Background: an optimization exercise with open tools, aiming at small area, a short achievable clock period and few clock cycles per item. Do not read the settings as production practice. The RTL was checked by simulation tests, not by an equivalence proof against the original design.

## flow/design.v (module list and top-level ports; edited modules follow where they fit)
// module material_eval: 2185 lines
// module phase_count: 375 lines
// module taper_blend: 1577 lines
// module eval_control: 57 lines
// module board_eval: 50 lines
module board_eval
#(
   parameter int EVAL_WIDTH = 16                       
)
(
   input  logic                         clk,
   input  logic                         reset,
   input  logic [255:0]                 board_in,
   input  logic                         board_valid,
   input  logic                         attack_done,
   input  logic                         clear_eval,
   output logic signed [EVAL_WIDTH-1:0] eval,
   output logic                         eval_valid
);
  // ...
==> flow/flow/run.sh <==
#!/bin/bash
# The standard layout with two changes:
#  - after the standard synthesis, fapol.py removes inverters around the full adders
#    by using some adders with all pins inverted (a full adder is self-dual); the
#    registers are not touched;
#  - the input and output ports are buffered with buf_1 cells.
set -euo pipefail
R=orfs/results/sky130hd/board_eval/base
bash standard.sh synth > synth_flow.log 2>&1
cp $R/1_2_yosys.v synth_standard.v
python3 flow/fapol.py synth_standard.v $R/1_2_yosys.v > fapol.log 2>&1
touch $R/1_2_yosys.v
bash standard.sh finish BUFFER_PORTS_ARGS="-buffer_cell sky130_fd_sc_hd__buf_1" > finish_flow.log 2>&1
==> flow/flow/fapol.py <==
#!/usr/bin/env python3
"""Removes inverters around full-adder cells in a Yosys gate netlist.

A full adder is self-dual: FA(~a, ~b, ~c) = (~sum, ~cout). Synthesis extracts full
adders with arbitrary input and output polarities and fills the gaps with inverters.
This script picks, for every full adder, whether to use it as is or with all of its
pins inverted, so as to need as few inverters as possible, then rewires the netlist:
every inverter is removed and one inverter per net is put back where some load
needs the inverted value. An inverted input of a two-input XOR needs no inverter:
the XOR becomes an XNOR (and back). A half adder whose sum or carry every load
wants inverted becomes an XNOR or NAND and the gate for its other output.
Registers and all other cells are left as they are.

usage: fapol.py in.v out.v
"""
import math
import random
import re
import sys
from collections import defaultdict

OUT_PINS = {'X', 'Y', 'Q', 'Q_N', 'SUM', 'COUT', 'HI', 'LO'}

src = open(sys.argv[1]).read()
m = re.search(r'^module\s.*?;\n', src, re.S | re.M)
head_end = m.end()
body = src[head_end:]
inst_re = re.compile(r'^\s*(sky130_fd_sc_hd__\w+)\s+(\S+)\s*\((.*?)\);\n', re.S | re.M)
pin_re = re.compile(r'\.(\w+)\(([^()]*)\)')

decls = []       # text lines that are not instances (ports, wires)
insts = []       # [type, name, [(pin, net)]]
pos = 0
for mm in inst_re.finditer(body):
    decls.append(body[pos:mm.start()])
    insts.append([mm.group(1), mm.group(2), [(p, n.strip()) for p, n in pin_re.findall(mm.group(3))]])
    pos = mm.end()
tail = body[pos:]
assert 'assign' not in ''.join(decls) + tail, 'assign statements not handled'

outputs = set()
for line in src[:head_end].split('\n') + ''.join(decls).split('\n'):
    mo = re.match(r'\s*output\s+(\[(\d+):(\d+)\]\s+)?(\S+);', line)
    if mo:
        if mo.group(1):
            hi, lo = int(mo.group(2)), int(mo.group(3))
            for i in range(min(hi, lo), max(hi, lo) + 1):
                outputs.add('%s[%d]' % (mo.group(4), i))
        else:
            outputs.add(mo.group(4))


def is_inv(t):
    return re.match(r'sky130_fd_sc_hd__inv_\d+$', t) is not None


def is_fa(t):
    return re.match(r'sky130_fd_sc_hd__fa_\d+$', t) is not None


def is_xor(t):
    return re.match(r'sky130_fd_sc_hd__x(n)?or2_\d+$', t) is not None


XOR_SWAP = {}
for _d in (1, 2, 4):
    XOR_SWAP['sky130_fd_sc_hd__xor2_%d' % _d] = 'sky130_fd_sc_hd__xnor2_%d' % _d
    XOR_SWAP['sky130_fd_sc_hd__xnor2_%d' % _d] = 'sky130_fd_sc_hd__xor2_%d' % _d


driver = {}
for idx, (t, name, pins) in enumerate(insts):
    for p, n in pins:
        if p in OUT_PINS:
            driver[n] = idx

# Inverters that may be removed: not driving an output port
removable = set()
for idx, (t, name, pins) in enumerate(insts):
    if is_inv(t):
        y = dict(pins)['Y']
        if y not in outputs:
            removable.add(idx)


def resolve(n):
    """(base net, parity) through removable inverters."""
    par = 0
    seen = 0
    while n in driver and driver[n] in removable:
        n = dict(insts[driver[n]][2])['A']
        par ^= 1
        seen += 1
        assert seen < 100
    return n, par


# Loads: (instance index, pin, base, parity)
loads = []
for idx, (t, name, pins) in enumerate(insts):
    if idx in removable:
        continue
    for p, n in pins:
        if p in OUT_PINS:
            continue
        b, par = resolve(n)
        loads.append((idx, p, b, par))

fa_ids = [i for i, x in enumerate(insts) if is_fa(x[0])]
flip = defaultdict(int)
loads_of_base = defaultdict(list)
for li, (idx, p, b, par) in enumerate(loads):
    loads_of_base[b].append(li)


def drv_flip(b):
    d = driver.get(b)
    return flip[d] if d is not None and is_fa(insts[d][0]) else 0


def raw_inv(li):
    idx, p, b, par = loads[li]
    lf = flip[idx] if is_fa(insts[idx][0]) else 0
    return par ^ lf ^ drv_flip(b)


def need_inv(li):
    # An inverted input of a two-input XOR is absorbed by swapping XOR and XNOR
    if is_xor(insts[loads[li][0]][0]):
        return 0
    return raw_inv(li)


def base_cost(b):
    return 1 if any(need_inv(li) for li in loads_of_base[b]) else 0


def fa_bases(i):
    out = set()
    for p, n in insts[i][2]:
        if p in OUT_PINS:
            out.add(n)
        else:
            out.add(resolve(n)[0])
    return out


bases_of_fa = {i: fa_bases(i) for i in fa_ids}
all_bases = set(loads_of_base)
before = sum(base_cost(b) for b in all_bases)
def local_cost(i):
    return sum(base_cost(b) for b in bases_of_fa[i])


# Greedy single flips, then simulated annealing with a fixed seed
def greedy():
    for sweep in range(50):
        changed = 0
        for i in fa_ids:
            c0 = local_cost(i)
            flip[i] ^= 1
            if local_cost(i) < c0:
                changed += 1
            else:
                flip[i] ^= 1
        if not changed:
            break


greedy()
rng = random.Random(1)
cur = sum(base_cost(b) for b in all_bases)
best = cur
best_flip = dict(flip)
steps = 300000
for step in range(steps):
    temp = 1.5 * (1 - step / steps) + 0.05
    i = rng.choice(fa_ids)
    c0 = local_cost(i)
    flip[i] ^= 1
    d = local_cost(i) - c0
    if d <= 0 or rng.random() < math.exp(-d / temp):
        cur += d
        if cur < best:
            best = cur
            best_flip = dict(flip)
    else:
        flip[i] ^= 1
flip.clear()
flip.update(best_flip)
greedy()
after = sum(base_cost(b) for b in all_bases)
n_removable = len(removable)

def is_ha(t):
    return re.match(r'sky130_fd_sc_hd__ha_\d+$', t) is not None


# A half adder whose sum (or carry) is wanted inverted by every load is split into
# an XNOR (or NAND) and the other half, which takes no more area than the half adder
ha_inv = defaultdict(set)
for b in all_bases:
    d = driver.get(b)
    if d is None or not is_ha(insts[d][0]) or not loads_of_base[b]:
        continue
    if all(need_inv(li) for li in loads_of_base[b]):
        pin = [p for p, n in insts[d][2] if n == b][0]
        ha_inv[d].add(pin)
        for li in loads_of_base[b]:
            idx, p, bb, par = loads[li]
            loads[li] = (idx, p, bb, par ^ 1)


def base_cost2(b):
    return 1 if any(need_inv(li) for li in loads_of_base[b]) else 0


# Rewire
inv_net = {}
new_insts = []
k = 0
for b in sorted(all_bases):
    if base_cost2(b):
        w = '_fapol_n%d_' % k
        inv_net[b] = w
        new_insts.append(['sky130_fd_sc_hd__inv_1', '_fapol_i%d_' % k, [('A', b), ('Y', w)]])
        k += 1
pin_net = {}
for li, (idx, p, b, par) in enumerate(loads):
    pin_net[(idx, p)] = inv_net[b] if need_inv(li) else b

dead = set(dict(insts[i][2])['Y'] for i in removable)


def drop_dead(text):
    keep = []
    for line in text.split('\n'):
        mo = re.match(r'\s*wire\s+(\S+)\s*;\s*$', line)
        if mo and mo.group(1) in dead:
            continue
        keep.append(line)
    return '\n'.join(keep)


decls = [drop_dead(x) for x in decls]
out = [src[:head_end]]
out.append(''.join(decls[:1]))
for b, w in sorted(inv_net.items(), key=lambda x: x[1]):
    out.append('  wire %s;\n' % w)
out.append(''.join(decls[1:]))


def emit(t, name, pins):
    s = '  %s %s (\n' % (t, name)
    s += ',\n'.join('    .%s(%s%s)' % (p, n, ' ' if n.startswith('\\') else '') for p, n in pins)
    return s + '\n  );\n'


toggles = defaultdict(int)
for li, (idx, p, b, par) in enumerate(loads):
    if is_xor(insts[idx][0]):
        toggles[idx] ^= raw_inv(li)
n_swapped = 0
for idx, (t, name, pins) in enumerate(insts):
    if idx in removable:
        continue
    pins = [(p, n if p in OUT_PINS else pin_net[(idx, p)]) for p, n in pins]
    if toggles[idx]:
        to = 'Y' if 'xnor2' in XOR_SWAP[t] else 'X'
        t = XOR_SWAP[t]
        pins = [(to if p in ('X', 'Y') else p, n) for p, n in pins]
        n_swapped += 1
    if idx in ha_inv:
        pd = dict(pins)
        a, bb = pd['A'], pd['B']
        if 'SUM' in ha_inv[idx]:
            out.append(emit('sky130_fd_sc_hd__xnor2_1', name, [('A', a), ('B', bb), ('Y', pd['SUM'])]))
        else:
            out.append(emit('sky130_fd_sc_hd__xor2_1', name, [('A', a), ('B', bb), ('X', pd['SUM'])]))
        cname = name + '_c' if not name.startswith('\\') else name + '_c'
        if 'COUT' in ha_inv[idx]:
            out.append(emit('sky130_fd_sc_hd__nand2_1', cname, [('A', a), ('B', bb), ('Y', pd['COUT'])]))
        else:
            out.append(emit('sky130_fd_sc_hd__and2_1', cname, [('A', a), ('B', bb), ('X', pd['COUT'])]))
        continue
    out.append(emit(t, name, pins))
for t, name, pins in new_insts:
    out.append(emit(t, name, pins))
out.append(tail)
open(sys.argv[2], 'w').write(''.join(out))
print('fapol: %d full adders, %d flipped; inverters %d -> %d; %d XOR/XNOR swapped; %d half adders split'
      % (len(fa_ids), sum(flip[i] for i in fa_ids), n_removable, len(inv_net), n_swapped, len(ha_inv)))
if len(sys.argv) > 3:
    from collections import Counter
    c = Counter()
    for b in inv_net:
        allinv = all(need_inv(li) for li in loads_of_base[b])
        d = driver.get(b)
        dt = insts[d][0].replace('sky130_fd_sc_hd__', '') if d is not None else 'port'
        c[(allinv, dt)] += 1
    for k, v in c.most_common(30):
        print(v, k)
==> flow/standard.sh <==
#!/bin/bash
# synth_recipe.tcl (not shown) runs the flow's synth.tcl, then flattens the netlist and writes it again
# the make line also repeats each setting of config.mk as NAME=value (left out here)
make -C /OpenROAD-flow-scripts/flow DESIGN_CONFIG=/design/flow/config.mk WORK_HOME=/design/flow/orfs CLKGATE_MAP_FILE= SYNTH_SCRIPT=/design/flow/synth_recipe.tcl "${@:-finish}"
==> flow/config.mk <==
export PLATFORM = sky130hd
export DESIGN_NAME = board_eval
export DESIGN_NICKNAME = board_eval
export VERILOG_FILES = /design/flow/design.v
export SDC_FILE = /design/flow/constraint.sdc
export NUM_CORES = 4
export LEC_CHECK = 0
export CAP_MARGIN = 20
export CORE_MARGIN = 2
export CORE_UTILIZATION = 40
export SETUP_SLACK_MARGIN = 1.0
export SLEW_MARGIN = 20
==> flow/constraint.sdc <==
create_clock -name core_clock -period 7.0 [get_ports {clk}]
set_input_delay 1.4000 -clock core_clock [delete_from_list [all_inputs] [get_ports {clk}]]
set_output_delay 1.4000 -clock core_clock [all_outputs]
set_load 0.01 [all_outputs]
==> flow_metrics.tcl, run 1 <==
set metrics [dict create \
    status "complete, no violations" \
    final_cell_mix "fa_1, xnor2_1, inv_1" \
    hold_viol_final 0 \
    ff_latch_area_um2 3150 \
    via_count 20662 \
    cp-end-kind "flop" \
    grt_use_met3_pct 2.30 \
    antenna_found_initial 2 \
    rsz0062_at_grt "false" \
    clkTransAtPathRegs_ps 70 \
    cts.htree.levels 4 \
    cts_setup_buffers 2 \
    required_ps 7200 \
    timing.final.crit_share_pct 83.4 \
    nets 4132 \
    diodes 0 \
    cp-startpoint "u_taper_blend.p1[11]" \
    drt-vias-per-instance 5.11 \
    worst_pin_slew_ps 807 \
    dieArea_um2 76500 \
    min_path_cells 1 \
    layout_min_cycle_time_ps 5840 \
    cap_viol_max_count 0 \
    grt_use_met1_pct 27.3 \
    drive_gt1_share_pct 6.90 \
    min_path_type "flop to flop" \
    row_count 99 \
    holdPathEnd "u_eval_control.load" \
    routedWlPerCell_um 21.2 \
    portBuffers 277 \
    cts_root_buf "clkbuf_16" \
    largest_register_ffs 42 \
    worst-path-max-fanout 7 \
]
Testbench counts, summed over its fixed seeds: cycles 2,048, boards 512.
==> run 2, diff against run 1 <==
--- a/flow/design.v
+++ b/flow/design.v
@@ -3359,20 +3359,18 @@
    logic t746;
    logic t747;
    logic t748;
    logic t749;
    logic t750;
    logic t751;
    logic [33:0] y_s;
    logic [33:0] y_c;
-   logic t752;
    logic [33:0] y0;
    logic [33:0] y1;
-   logic t753;
    logic [15:0] q;
    assign count_h1 = {cnt[6], cnt[5], cnt[4], cnt[3], cnt[2], cnt[1], cnt[0]};
    assign count_h2 = {cnt[13], cnt[12], cnt[11], cnt[10], cnt[9], cnt[8], cnt[7]};
    assign count_h3 = {cnt[20], cnt[19], cnt[18], cnt[17], cnt[16], cnt[15], cnt[14]};
    assign count_h4 = {cnt[27], cnt[26], cnt[25], cnt[24], cnt[23], cnt[22], cnt[21]};
    assign count_h5 = {cnt[34], cnt[33], cnt[32], cnt[31], cnt[30], cnt[29], cnt[28]};
    assign count_nh6 = {cnt[41], cnt[40], cnt[39], cnt[38], cnt[37], cnt[36], cnt[35]};
    assign ocount = officers;
@@ -4135,21 +4133,19 @@
    assign t746 = ~(t547 ^ e_sum[13]);
    assign t747 = t547 | e_sum[13];
    assign t748 = t743 ^ t746;
    assign t749 = t743 & t746;
    assign t750 = ~dig[24] ^ e_sum[14] ^ t747;
    assign t751 = (~dig[24] & e_sum[14]) | (~dig[24] & t747) | (e_sum[14] & t747);
    assign y_s = {1'b1, ~e_sum[16], t751, t749, t745, t741, t737, t731, t725, t719, t711, t703, t695, t685, t675, t665, t653, t643, t633, t623, t613, t603, t595, t592, t579, t573, t567, t564, t557, t553, t550, t371, ~e_sum[0], t369};
    assign y_c = {1'b0, e_sum[15], ~e_sum[15], t750, t748, t744, t740, t736, t730, t724, t718, t710, t702, t694, t684, t674, t664, t652, t642, t632, t622, t612, t602, t594, t586, t578, t572, t566, t560, t556, t552, t548, ~t371, dig[4]};
-   assign t752 = (y_s[0] ^ y_c[0]) | ((y_s[1] ^ y_c[1]) != (y_s[0] | y_c[0])) | ((y_s[2] ^ y_c[2]) != (y_s[1] | y_c[1])) | ((y_s[3] ^ y_c[3]) != (y_s[2] | y_c[2])) | ((y_s[4] ^ y_c[4]) != (y_s[3] | y_c[3])) | ((y_s[5] ^ y_c[5]) != (y_s[4] | y_c[4])) | ((y_s[6] ^ y_c[6]) != (y_s[5] | y_c[5])) | ((y_s[7] ^ y_c[7]) != (y_s[6] | y_c[6])) | ((y_s[8] ^ y_c[8]) != (y_s[7] | y_c[7])) | ((y_s[9] ^ y_c[9]) != (y_s[8] | y_c[8])) | ((y_s[10] ^ y_c[10]) != (y_s[9] | y_c[9])) | ((y_s[11] ^ y_c[11]) != (y_s[10] | y_c[10])) | ((y_s[12] ^ y_c[12]) != (y_s[11] | y_c[11])) | ((y_s[13] ^ y_c[13]) != (y_s[12] | y_c[12])) | ((y_s[14] ^ y_c[14]) != (y_s[13] | y_c[13])) | ((y_s[15] ^ y_c[15]) != (y_s[14] | y_c[14]));
    assign y0 = y_s + y_c;
-   assign y1 = y_s + y_c + 34'h10000;
-   assign t753 = y0[33] & t752;
-   assign q = t753 ? y1[31:16] : y0[31:16];
+   assign y1 = y_s + y_c + 34'hFFFF;
+   assign q = y0[33] ? y1[31:16] : y0[31:16];
    always_ff @(posedge clk)
    begin
       dig   <= dig_next;
       p1    <= p1_next;
       p3    <= p3_next;
       e_sum <= e_next;
       if (load)
          eval <= EVAL_WIDTH'(q);
==> flow/config.mk (replaced) <==
export PLATFORM = sky130hd
export DESIGN_NAME = board_eval
export DESIGN_NICKNAME = board_eval
export VERILOG_FILES = /design/flow/design.v
export SDC_FILE = /design/flow/constraint.sdc
export NUM_CORES = 4
export LEC_CHECK = 0
export CAP_MARGIN = 20
export CORE_MARGIN = 2
export CORE_UTILIZATION = 40
export SETUP_SLACK_MARGIN = 1.1
export SLEW_MARGIN = 20
==> run 2 against run 1 <==
  * Highest routed layer unchanged
  * Critical path depth down 1
  * Setup slack better by 85 ps
  * Wire length up 2.5%
  * Final area up 0.29%
  * Die area up 1.5%
  * Final cell count up 1.3%
  * First-iteration DRC count up 21%
  * Register-to-register slack better by 90 ps
==> flow_metrics.tcl, run 2 <==
set metrics [dict create \
    nets 4154 \
    hold_viol_final 0 \
    routedWlPerCell_um 21.4 \
    core_area_um2 74600 \
    syn2layout_area_growth_pct 9.94 \
    die_h_um 279 \
    cts.sinks 145 \
    cap_viol_max_count 0 \
    cts_root_buf "clkbuf_16" \
    cp-end-kind "flop" \
    final_cell_mix "fa_1, xnor2_1, buf_1" \
    worst_pin_slew_ps 727 \
    placedCellCount 4047 \
    r2r-end "u_taper_blend.eval[13]" \
    critPathCapture "u_taper_blend.eval[13]" \
    slew_headroom_pct 51.5 \
    cp.arrival_ps 6060 \
    detail_route.iter0.violations 1583 \
    path_class "flop to flop" \
    grt_max_degree 20 \
    timing.final.crit_share_pct 82.2 \
    grt_pass1_vias 22449 \
    syn_inst 2914 \
    fin_tns_setup_ps 0 \
    max_freq_mhz 174 \
    postSynthAreaPerCell_um2 10.4 \
    drive_gt1_share_pct 6.05 \
    synth_nets 3956 \
    gp_congestion 1.02 \
    overflow 0 \
    status "complete, no violations" \
    syn-cell-area_um2 30200 \
    dpl.hpwl_mm 78.1 \
    dieArea_um2 77600 \
    required_ps 7300 \
    cts_tree "done" \
    reg2reg_depth 21 \
    ys.warnings.count 4 \
    layout_min_cycle_time_ps 5750 \
    n_fill_cell 7146 \
    reg_top3 "u_material_eval.cnt (42), u_taper_blend.dig (24), u_taper_blend.p3 (18)" \
    setup_viol 0 \
    numCtsBuffers 17 \
    worst-path-max-fanout 7 \
    antenna_found_initial 6 \
    dr.pass1.iters 9 \
    cts_buffer_depth 2 \
    clkTransAtPathRegs_ps 70 \
    routed_wl_mm 87.8 \
    worstReg2RegStart "u_taper_blend.p1[11]" \
    row_count 100 \
    start_kind "flop" \
    drt-vias-per-instance 5.16 \
    multiInputGateArea_um2 26000 \
    ant_nets 0 \
    final_common_cell "fa_1" \
    via_count 21154 \
    grt_pass1_wl_mm 134 \
    r2r_slack_ps 1250 \
    fin_skew_ps 13.8 \
    portBuffers 277 \
    fp.dieW_um 279 \
    largest_register_ffs 42 \
    cts.htree.levels 4 \
    largest_register "u_material_eval.cnt" \
    cp-startpoint "u_taper_blend.p1[11]" \
    ff_latch_area_um2 3110 \
    rsz0062_at_grt "true" \
    min_path_type "flop to flop" \
    drc 0 \
    final_cells 4098 \
    start_util_pct 40.5 \
    track_usage_pct 22.9 \
    pin_count 278 \
    worstSkewPairLatency_ps 460 \
    slew_violations 0 \
]
-- run 2: cell type report --
type	instances	share of cell area (%)
Timing Repair Buffer	305	3.85
Sequential cell	145	9.37
Antenna cell	4	0.0302
Clock buffer	17	1.28
Inverter	263	2.98
Clock inverter	15	0.543
Tap cell	969	3.65
Multi-Input combinational cell	2380	78.3
-- run 2: critical path, stage by stage (launching register included) --
cell	delay, ps
dfxtp_4	370
buf_4	140
buf_4	150
a22o_1	210
a221oi_2	210
xnor2_1	130
fa_1	470
fa_1	480
fa_1	390
inv_1	80
fa_1	450
ha_4	290
a21o_1	230
nor3_2	140
a22oi_2	80
a211o_1	230
a31o_1	220
a221o_1	370
and4bb_1	330
nand2_2	110
or4_1	410
a21oi_1	130
-- run 2: worst min-delay path by stage --
stage	startpoint	to	slack, ps	cells after the start
5_1_grt	u_eval_control.capture_d	u_eval_control.load	460	1
3_3_place_gp	u_eval_control.capture_d	u_eval_control.load	420	1
4_1_cts	u_eval_control.capture_d	u_eval_control.load	450	1
2_1_floorplan	u_eval_control.capture_d	u_eval_control.load	410	1
6_report	u_eval_control.capture_d	u_eval_control.load	440	1
3_5_place_dp	u_eval_control.capture_d	u_eval_control.load	430	1
-- run 2: stage by stage --
step	hold slack, ps	utilization [%]	worst slack, ps	instance area (um^2)
final	440	44.5	1250	33200
after global routing	457	44.5	1010	33200
after CTS	445	43.9	1100	32700
after detailed placement	427	42.9	822	32000
after global placement	419	42.9	857	32000
after floorplan	414	-	1160	30200
-- run 2: layer usage --
metal / share of wire, % / routed length, um / track usage (%) / up-vias
met3: 4.2 / 3650 / 2.45 / 150
met1: 40 / 35100 / 27.7 / 10434
met2: 51 / 44800 / 41.3 / 668
met5: 0.050 / 44 / 0 / -
li1: - / - / - / 9896
met4: 4.7 / 4140 / 9.75 / 6
-- run 2: repair_timing --
item,4_1_cts,5_1_grt
gates cloned,0,1
pin swaps,6,24
gates resized for setup,45,67
setup buffers,1,13
hold buffers,0,0
endpoints found under the setup margin,12,14
Testbench counts of run 2, summed over its fixed seeds: cycles 2,048, boards 512.
==> run 3, diff against run 2 <==
--- a/flow/config.mk
+++ b/flow/config.mk
@@ -8,5 +8,5 @@
 export CAP_MARGIN = 20
 export CORE_MARGIN = 2
 export CORE_UTILIZATION = 40
-export SETUP_SLACK_MARGIN = 1.1
+export SETUP_SLACK_MARGIN = 1.0
 export SLEW_MARGIN = 20
==> run 3 against run 2 <==
  * Final cell count is 0.15% lower
  * Flip-flop and latch count unchanged
  * Clock-buffer cell count did not move
  * Critical path depth is 1 lower
  * Sequential share of layout area about the same
  * Die area is the same
  * Area after synthesis did not move
  * Setup slack worse by 17 ps
  * Register-to-register slack got worse by 20 ps
==> flow_metrics.tcl, run 3 <==
set metrics [dict create \
    core_area_um2 74600 \
    cap_viol_max_count 0 \
    cts.sinks 145 \
    slew_headroom_pct 51.5 \
    status "complete, no violations" \
    cts_buffer_depth 2 \
    grt_pass1_vias 22468 \
    clkTransAtPathRegs_ps 70 \
    setup_viol 0 \
    start_util_pct 40.5 \
    fp.dieW_um 279 \
    via_count 21154 \
    pin_count 278 \
    start_kind "flop" \
    path_cells "buf_4 -> a22o_1 -> a221oi_1 -> xor2_1 -> fa_1 -> fa_1 -> inv_1 -> fa_1 -> ha_1 -> ha_2 -> a211oi_2 -> o221ai_2 -> o31ai_4 -> o221ai_4 -> o211a_1 -> nor2_1 -> xnor2_1 -> nand2_2 -> or4_1 -> a21oi_1" \
    placedCellCount 4047 \
    postSynthAreaPerCell_um2 10.4 \
    critical-path-max-stage-delay_ps 520 \
    syn-cell-area_um2 30200 \
    routed_wl_mm 87.5 \
    fin_skew_ps 13.8 \
    cp-end-kind "flop" \
    hold_viol_final 0 \
    syn2layout_area_growth_pct 9.51 \
    cp_slowest_cell "fa_1" \
    grt_max_degree 20 \
    synth_nets 3956 \
    routedWlPerCell_um 21.4 \
    nets 4148 \
    postCtsHoldBufs 0 \
    cts_tree "done" \
    antenna_found_initial 6 \
    largest_register_ffs 42 \
    layout_min_cycle_time_ps 5770 \
    syn_inst 2914 \
    die_h_um 279 \
    final_cell_mix "fa_1, xnor2_1, buf_1" \
    drive_gt1_share_pct 5.48 \
    final_cells 4092 \
    dieArea_um2 77600 \
    r2r_slack_ps 1230 \
    cp.arrival_ps 6070 \
    row_count 100 \
    ys.warnings.count 4 \
    path_class "flop to flop" \
    ant_nets 0 \
    worstSkewPairLatency_ps 450 \
    max_freq_mhz 173 \
    cts.htree.levels 4 \
    cpMostUsedCell "fa_1" \
    min_path_type "flop to flop" \
    slew_violations 0 \
    r2r-end "u_taper_blend.eval[13]" \
    fin_tns_setup_ps 0 \
    cts_root_buf "clkbuf_16" \
    min_path_cells 1 \
    critPathCapture "u_taper_blend.eval[13]" \
    required_ps 7300 \
    final_common_cell "fa_1" \
    cp-startpoint "u_taper_blend.p1[2]" \
    gp_congestion 1.02 \
    worstReg2RegStart "u_taper_blend.p1[2]" \
    largest_register "u_material_eval.cnt" \
    detail_route.iter0.violations 1409 \
    worst_pin_slew_ps 726 \
    drc 0 \
    dr.pass1.iters 8 \
    dpl.hpwl_mm 78.1 \
    overflow 0 \
    grt_pass1_wl_mm 134 \
    worst-path-max-fanout 9 \
    reg2reg_depth 20 \
    timing.final.crit_share_pct 82.4 \
    reg_top3 "u_material_eval.cnt (42), u_taper_blend.dig (24), u_taper_blend.p3 (18)" \
    drt-vias-per-instance 5.17 \
    rsz0062_at_grt "true" \
    track_usage_pct 22.9 \
    numCtsBuffers 17 \
    portBuffers 277 \
]
[run 3: final cells by class]
class / instances / area, um^2
Antenna cell: 4 / 10.0
Timing Repair Buffer: 299 / 1210
Inverter: 263 / 987
Clock buffer: 17 / 425
Fill cell: 7159 / 41500
Multi-Input combinational cell: 2380 / 25900
Sequential cell: 145 / 3110
Clock inverter: 15 / 180
Tap cell: 969 / 1210
[run 3: metal layers]
| metal | GRT usage, % | wire length (um) | vias up |
|---|---|---|---|
| li1 | - | - | 9882 |
| met2 | 41.3 | 44800 | 686 |
| met3 | 2.42 | 3640 | 139 |
| met4 | 9.61 | 4060 | 6 |
| met1 | 27.8 | 34900 | 10441 |
| met5 | 0 | 44 | - |
[run 3: worst min-delay path by stage]
stage                                to  slack [ps]                startpoint
floorplan           u_eval_control.load         410  u_eval_control.capture_d
global placement    u_eval_control.load         420  u_eval_control.capture_d
detailed placement  u_eval_control.load         430  u_eval_control.capture_d
CTS                 u_eval_control.load         450  u_eval_control.capture_d
global route        u_eval_control.load         460  u_eval_control.capture_d
finish              u_eval_control.load         440  u_eval_control.capture_d
[run 3: timing repair]
action,4_1_cts,5_1_grt
setup buffers,0,9
gates resized for setup,23,71
endpoints found under the setup margin,9,15
endpoints found under the hold margin,0,0
gates cloned,0,0
pin swaps,2,19
[run 3: per-stage QoR]
step | setup slack, ps | hold WS, ps | cell area, um^2 | util [%]
after floorplan | 1160 | 414 | 30200 | -
after global placement | 857 | 419 | 32000 | 42.9
after detailed placement | 822 | 427 | 32000 | 42.9
after CTS | 1010 | 445 | 32700 | 43.8
after global routing | 931 | 457 | 33000 | 44.3
final | 1230 | 440 | 33000 | 44.3
[run 3: worst max-delay path, delay by kind of cell, from the launching register on]
family                     cells  cell delay, ps
AOI/OAI and AO/OA              8            1850
xor gates and xnor gates       2             310
adders and majority gates      5            2070
buffers and inverters          2             260
DFF                            1             400
and+or+nand+nor                3             740
==> run 4, diff against run 3 <==
--- a/flow/config.mk
+++ b/flow/config.mk
@@ -7,6 +7,6 @@
 export LEC_CHECK = 0
 export CAP_MARGIN = 20
 export CORE_MARGIN = 2
-export CORE_UTILIZATION = 40
+export CORE_UTILIZATION = 30
 export SETUP_SLACK_MARGIN = 1.0
 export SLEW_MARGIN = 20
==> run 4 against run 3 <==
  * Still clean
  * First-iteration DRC count decreased by 3.3%
  * Via count increased by 0.53%
  * Flip-flop and latch count unchanged
  * Largest cell class unchanged
==> flow_metrics.tcl, run 4 <==
set metrics [dict create \
    detail_route.iter0.violations 1363 \
    core_area_um2 99900 \
    min_path_type "flop to flop" \
    reg_top3 "u_material_eval.cnt (42), u_taper_blend.dig (24), u_taper_blend.p3 (18)" \
    r2r-end "u_taper_blend.eval[13]" \
    die_h_um 321 \
    row_count 116 \
    ant_nets 0 \
    cp-startpoint "u_taper_blend.p1[12]" \
    pin_count 278 \
    grt_use_met1_pct 23.1 \
    busiest_layer "met2" \
    postCtsHoldBufs 0 \
    drc 0 \
    syn2layout_area_growth_pct 10.8 \
    setup_viol 0 \
    syn-cell-area_um2 30200 \
    cts_tree "done" \
    synth_nets 3956 \
    required_ps 7290 \
    cts.sinks 145 \
    postLayoutSetupSlackWorst_ps 1210 \
    largest_register_ffs 42 \
    routed_wl_mm 93.1 \
    fin_skew_ps 12.2 \
    ys.warnings.count 4 \
    preCtsSetupSlack_ps 838 \
    slew_headroom_pct 52.1 \
    postSynthAreaPerCell_um2 10.4 \
    worstReg2RegStart "u_taper_blend.p1[12]" \
    cp.arrival_ps 6070 \
    status "complete, no violations" \
    final_common_cell "fa_1" \
    via_count 21266 \
    cts_buffer_depth 2 \
    multiInputGateArea_um2 25900 \
    worst_pin_slew_ps 709 \
    fin_tns_setup_ps 0 \
    routedWlPerCell_um 21.1 \
    layout_min_cycle_time_ps 5790 \
    min_path_cells 1 \
    hold_viol_final 0 \
    final_cell_mix "fa_1, xnor2_1, buf_1" \
    clkTransAtPathRegs_ps 70 \
    largest_register "u_material_eval.cnt" \
    numCtsBuffers 17 \
    cts_root_buf "clkbuf_16" \
    portBuffers 277 \
    grt_use_met3_pct 2.27 \
    start_kind "flop" \
    dpl.hpwl_mm 83.5 \
    start_util_pct 30.2 \
    grt_pass1_vias 22745 \
    track_usage_pct 18.4 \
    worstSkewPairLatency_ps 450 \
    gp_congestion 0.954 \
    dr.pass1.iters 9 \
    n_fill_cell 10250 \
    drive_gt1_share_pct 5.62 \
    worst-path-max-fanout 15 \
    max_freq_mhz 173 \
    slew_violations 0 \
    timing.final.crit_share_pct 82.7 \
    hold_ws_ps 448 \
    drt-vias-per-instance 4.81 \
    grt_max_degree 20 \
    fp.dieW_um 321 \
    r2r_slack_ps 1210 \
    cp-end-kind "flop" \
    antenna_found_initial 13 \
    gr-usage-met2_pct 32.1 \
    grt_pass1_wl_mm 142 \
    min-delay-start "u_eval_control.capture_d" \
    reg2reg_depth 19 \
    overflow 0 \
    cap_viol_max_count 0 \
    cts.htree.levels 4 \
    holdPathEnd "u_eval_control.load" \
    dieArea_um2 103000 \
    nets 4144 \
    ff_latch_area_um2 3120 \
    syn_inst 2914 \
    rsz0062_at_grt "false" \
    path_class "flop to flop" \
]
==> run 4: cell count changes in the layout (fill, tap and decap cells not counted), sizes merged <==
cell / before / now
buf: 299 / 295
bufinv: 0 / 2
clkinvlp: 1 / 2
inv: 270 / 267
==> run 4: worst max-delay path by stage <==
stage | endpoint | slack (ps) | cells past startpoint
detailed placement | u_taper_blend.eval[13] | 840 | 20
global placement | u_taper_blend.eval[15] | 850 | 20
floorplan | u_taper_blend.eval[13] | 1160 | 20
finish | u_taper_blend.eval[13] | 1210 | 19
global route | u_taper_blend.eval[13] | 970 | 20
CTS | u_taper_blend.eval[13] | 1000 | 19
==> run 4: what timing repair did <==
item / in CTS / in global routing
endpoints found under the setup margin: 8 / 16
pin swaps: 1 / 14
cloned: 0 / 0
resized for setup: 19 / 83
setup buffers: 0 / 3
==> run 4: per-layer routing <==
layer / up-vias / wire (um)
met1: 10553 / 38100
met2: 691 / 45800
met4: 6 / 4030
met5: - / 27
met3: 139 / 5050
li1: 9877 / -
==> run 4: layout make-up <==
| class | count | share of cell area, % |
|---|---|---|
| diodes | 4 | 0.0299 |
| clock buffers | 17 | 1.27 |
| clock inverters | 15 | 0.591 |
| inverters | 263 | 2.95 |
| multi-input cells | 2380 | 77.4 |
| flip-flops and latches | 145 | 9.32 |
| well taps | 1298 | 4.86 |
| repair buffers | 295 | 3.52 |
==> run 4: per-stage QoR <==
step                area (um^2)  utilization, %  instances
floorplan                 30200               -       2914
global placement          32400            32.5       4378
detailed placement        32400            32.5       4378
CTS                       33100            33.2       4410
global route              33400            33.5       4413
finish                    33400            33.5       4417
==> run 4: worst max-delay path, cell delays in order, from the launching register on <==
cell	delay (ps)
dfxtp_2	430
a22o_1	230
a221oi_1	310
xor2_1	260
fa_1	460
inv_1	100
fa_1	430
fa_1	400
fa_1	520
ha_2	320
and3_4	210
and2_1	220
a2111oi_2	340
o21a_1	230
o21a_1	150
o211ai_1	90
and3b_2	290
nand2_4	80
or4_1	400
a21oi_1	160
==> run 5, diff against run 4 <==
--- a/flow/config.mk
+++ b/flow/config.mk
@@ -7,6 +7,6 @@
 export LEC_CHECK = 0
 export CAP_MARGIN = 20
 export CORE_MARGIN = 2
-export CORE_UTILIZATION = 30
+export CORE_UTILIZATION = 55
 export SETUP_SLACK_MARGIN = 1.0
 export SLEW_MARGIN = 20
==> run 5 against run 4 <==
  * Still clean on timing, DRC and antenna
  * Non-clock buffer count unchanged
  * First-iteration DRC count increased by 1.3%
  * Register-to-register slack worse by 60 ps
  * Fmax shrank 0.99%
  * Critical endpoint is now u_taper_blend.eval[8]
==> flow_metrics.tcl, run 5 <==
set metrics [dict create \
    worst-path-max-fanout 15 \
    cap_viol_max_count 0 \
    grt_pass1_wl_mm 140 \
    detail_route.iter0.violations 1381 \
    nets 4144 \
    drc 0 \
    path_class "flop to flop" \
    postSynthAreaPerCell_um2 10.4 \
    cts_root_buf "clkbuf_16" \
    syn_inst 2914 \
    track_usage_pct 33.0 \
    slew_violations 0 \
    setup_viol 0 \
    ant_nets 0 \
    hold_viol_final 0 \
    grt_pass1_vias 23617 \
    clkTransAtPathRegs_ps 70 \
    reg_top3 "u_material_eval.cnt (42), u_taper_blend.dig (24), u_taper_blend.p3 (18)" \
    pin_count 278 \
    drive_gt1_share_pct 5.75 \
    overflow 0 \
    synth_nets 3956 \
    gp_congestion 0.985 \
    worstSkewPairLatency_ps 440 \
    cts_tree "done" \
    routedWlPerCell_um 23.8 \
    syn-cell-area_um2 30200 \
    layout_min_cycle_time_ps 5840 \
    ys.warnings.count 4 \
    final_common_cell "fa_1" \
    fin_skew_ps 12.1 \
    max_freq_mhz 171 \
    start_kind "flop" \
    syn2layout_area_growth_pct 8.48 \
    status "complete, no violations" \
    fin_tns_setup_ps 0 \
    cts.htree.levels 4 \
    n_fill_cell 4606 \
    hold_ws_ps 448 \
    portBuffers 277 \
    via_count 21861 \
    start_util_pct 55.8 \
    cp.arrival_ps 6030 \
    timing.final.crit_share_pct 83.5 \
    antenna_found_initial 13 \
    dieArea_um2 56700 \
    cts_buffer_depth 2 \
    required_ps 7180 \
    drt-vias-per-instance 5.73 \
    dr.pass1.iters 7 \
    cts.sinks 145 \
    largest_register_ffs 42 \
    routed_wl_mm 90.8 \
    final_cell_mix "fa_1, xnor2_1, buf_1" \
    core_area_um2 54000 \
    dpl.hpwl_mm 81.0 \
    worst_pin_slew_ps 809 \
    largest_register "u_material_eval.cnt" \
    min_path_type "flop to flop" \
    fp.dieW_um 238 \
    row_count 85 \
    slew_headroom_pct 46.0 \
    die_h_um 238 \
    cp-end-kind "flop" \
    numCtsBuffers 17 \
    rsz0062_at_grt "true" \
    grt_max_degree 20 \
]
[run 5: critical path, cell delays in order, from the launching register on]
cell,delay (ps)
dfxtp_1,730
a221oi_1,180
xor2_1,200
fa_1,570
inv_1,60
fa_1,390
fa_1,520
fa_1,430
ha_2,400
a21oi_1,100
o21bai_1,380
o31ai_1,140
a21oi_1,140
o211ai_1,120
nor3_1,290
nor3b_1,520
nand4_1,210
nor2_1,150
xnor2_1,80
[run 5: path summary, 6_finish.rpt]
check,startpoint,end,slack (ps),depth (start not counted)
max,u_taper_blend.p1[15],u_taper_blend.eval[8],1160,18
min,u_eval_control.capture_d,u_eval_control.load,450,1
max reg2reg,u_taper_blend.p1[15],u_taper_blend.eval[8],1160,18
min reg2reg,u_eval_control.capture_d,u_eval_control.load,450,1
[run 5: layout make-up]
type                            count  area, um^2  area share (%)
Antenna cell                        8        20.0          0.0612
Clock buffer                       21         470            1.44
Clock inverter                      9         130           0.398
Inverter                          263         991            3.03
Multi-Input combinational cell   2380       26000            79.3
Sequential cell                   145        3110            9.50
Tap cell                          696         871            2.66
Timing Repair Buffer              295        1190            3.63
[run 5: through the flow]
step                      util, %  instances  setup WS (ps)  instance area (um^2)
after floorplan                 -       2914           1160                 30200
after global placement       58.5       3771            636                 31600
after detailed placement     58.5       3771            565                 31600
after CTS                    59.9       3802           1000                 32300
after global routing         60.6       3813            919                 32700
final                        60.6       3817           1160                 32700
[run 5: layer usage]
metal  vias to the layer above  wire [um]  global-route usage, %
met5                         -         78                      0
met1                     11016      35400                   39.7
met2                       784      46800                   60.1
met3                       186       4360                   4.03
met4                        12       4110                   12.9
li1                       9863          -                      -
[run 5: timing repair]
action / 4_1_cts / 5_1_grt
pin swaps: 2 / 16
hold buffers: 0 / 0
endpoints found under the setup margin: 12 / 13
resized for setup: 38 / 71
setup buffers: 1 / 7

==> re-timing with driven ports <==
No port has a modelled driver above. Below, the same layouts with a new extraction and two added sets of constraints.
Step 1 assumes that a clkbuf_16 drives the clock port and a buf_2 every other input.
Step 2 moves the port delays by t, midway between the first and last clock arrival at a register: inputs arrive t later, outputs are due t later. That takes back most of the time a late clock gives input paths.
Slacks: no drivers / after step 1 / after step 2; pairs: no drivers / after step 1.
run	t (ns)	setup slack, ns	worst data-port slew with drivers (ns)
run 1	0.502	1.163 / 1.163 / 0.888	0.13
run 2	0.506	1.249 / 1.249 / 0.850	0.16
run 3	0.503	1.231 / 1.231 / 0.844	0.17
run 4	0.498	1.214 / 1.214 / 0.893	0.19
run 5	0.485	1.156 / 1.156 / 0.852	0.13
After both steps every run listed still meets setup and hold. The setup slack of run 2, which loses most, moves by 0.000 ns with the drivers and by -0.399 ns with both steps.
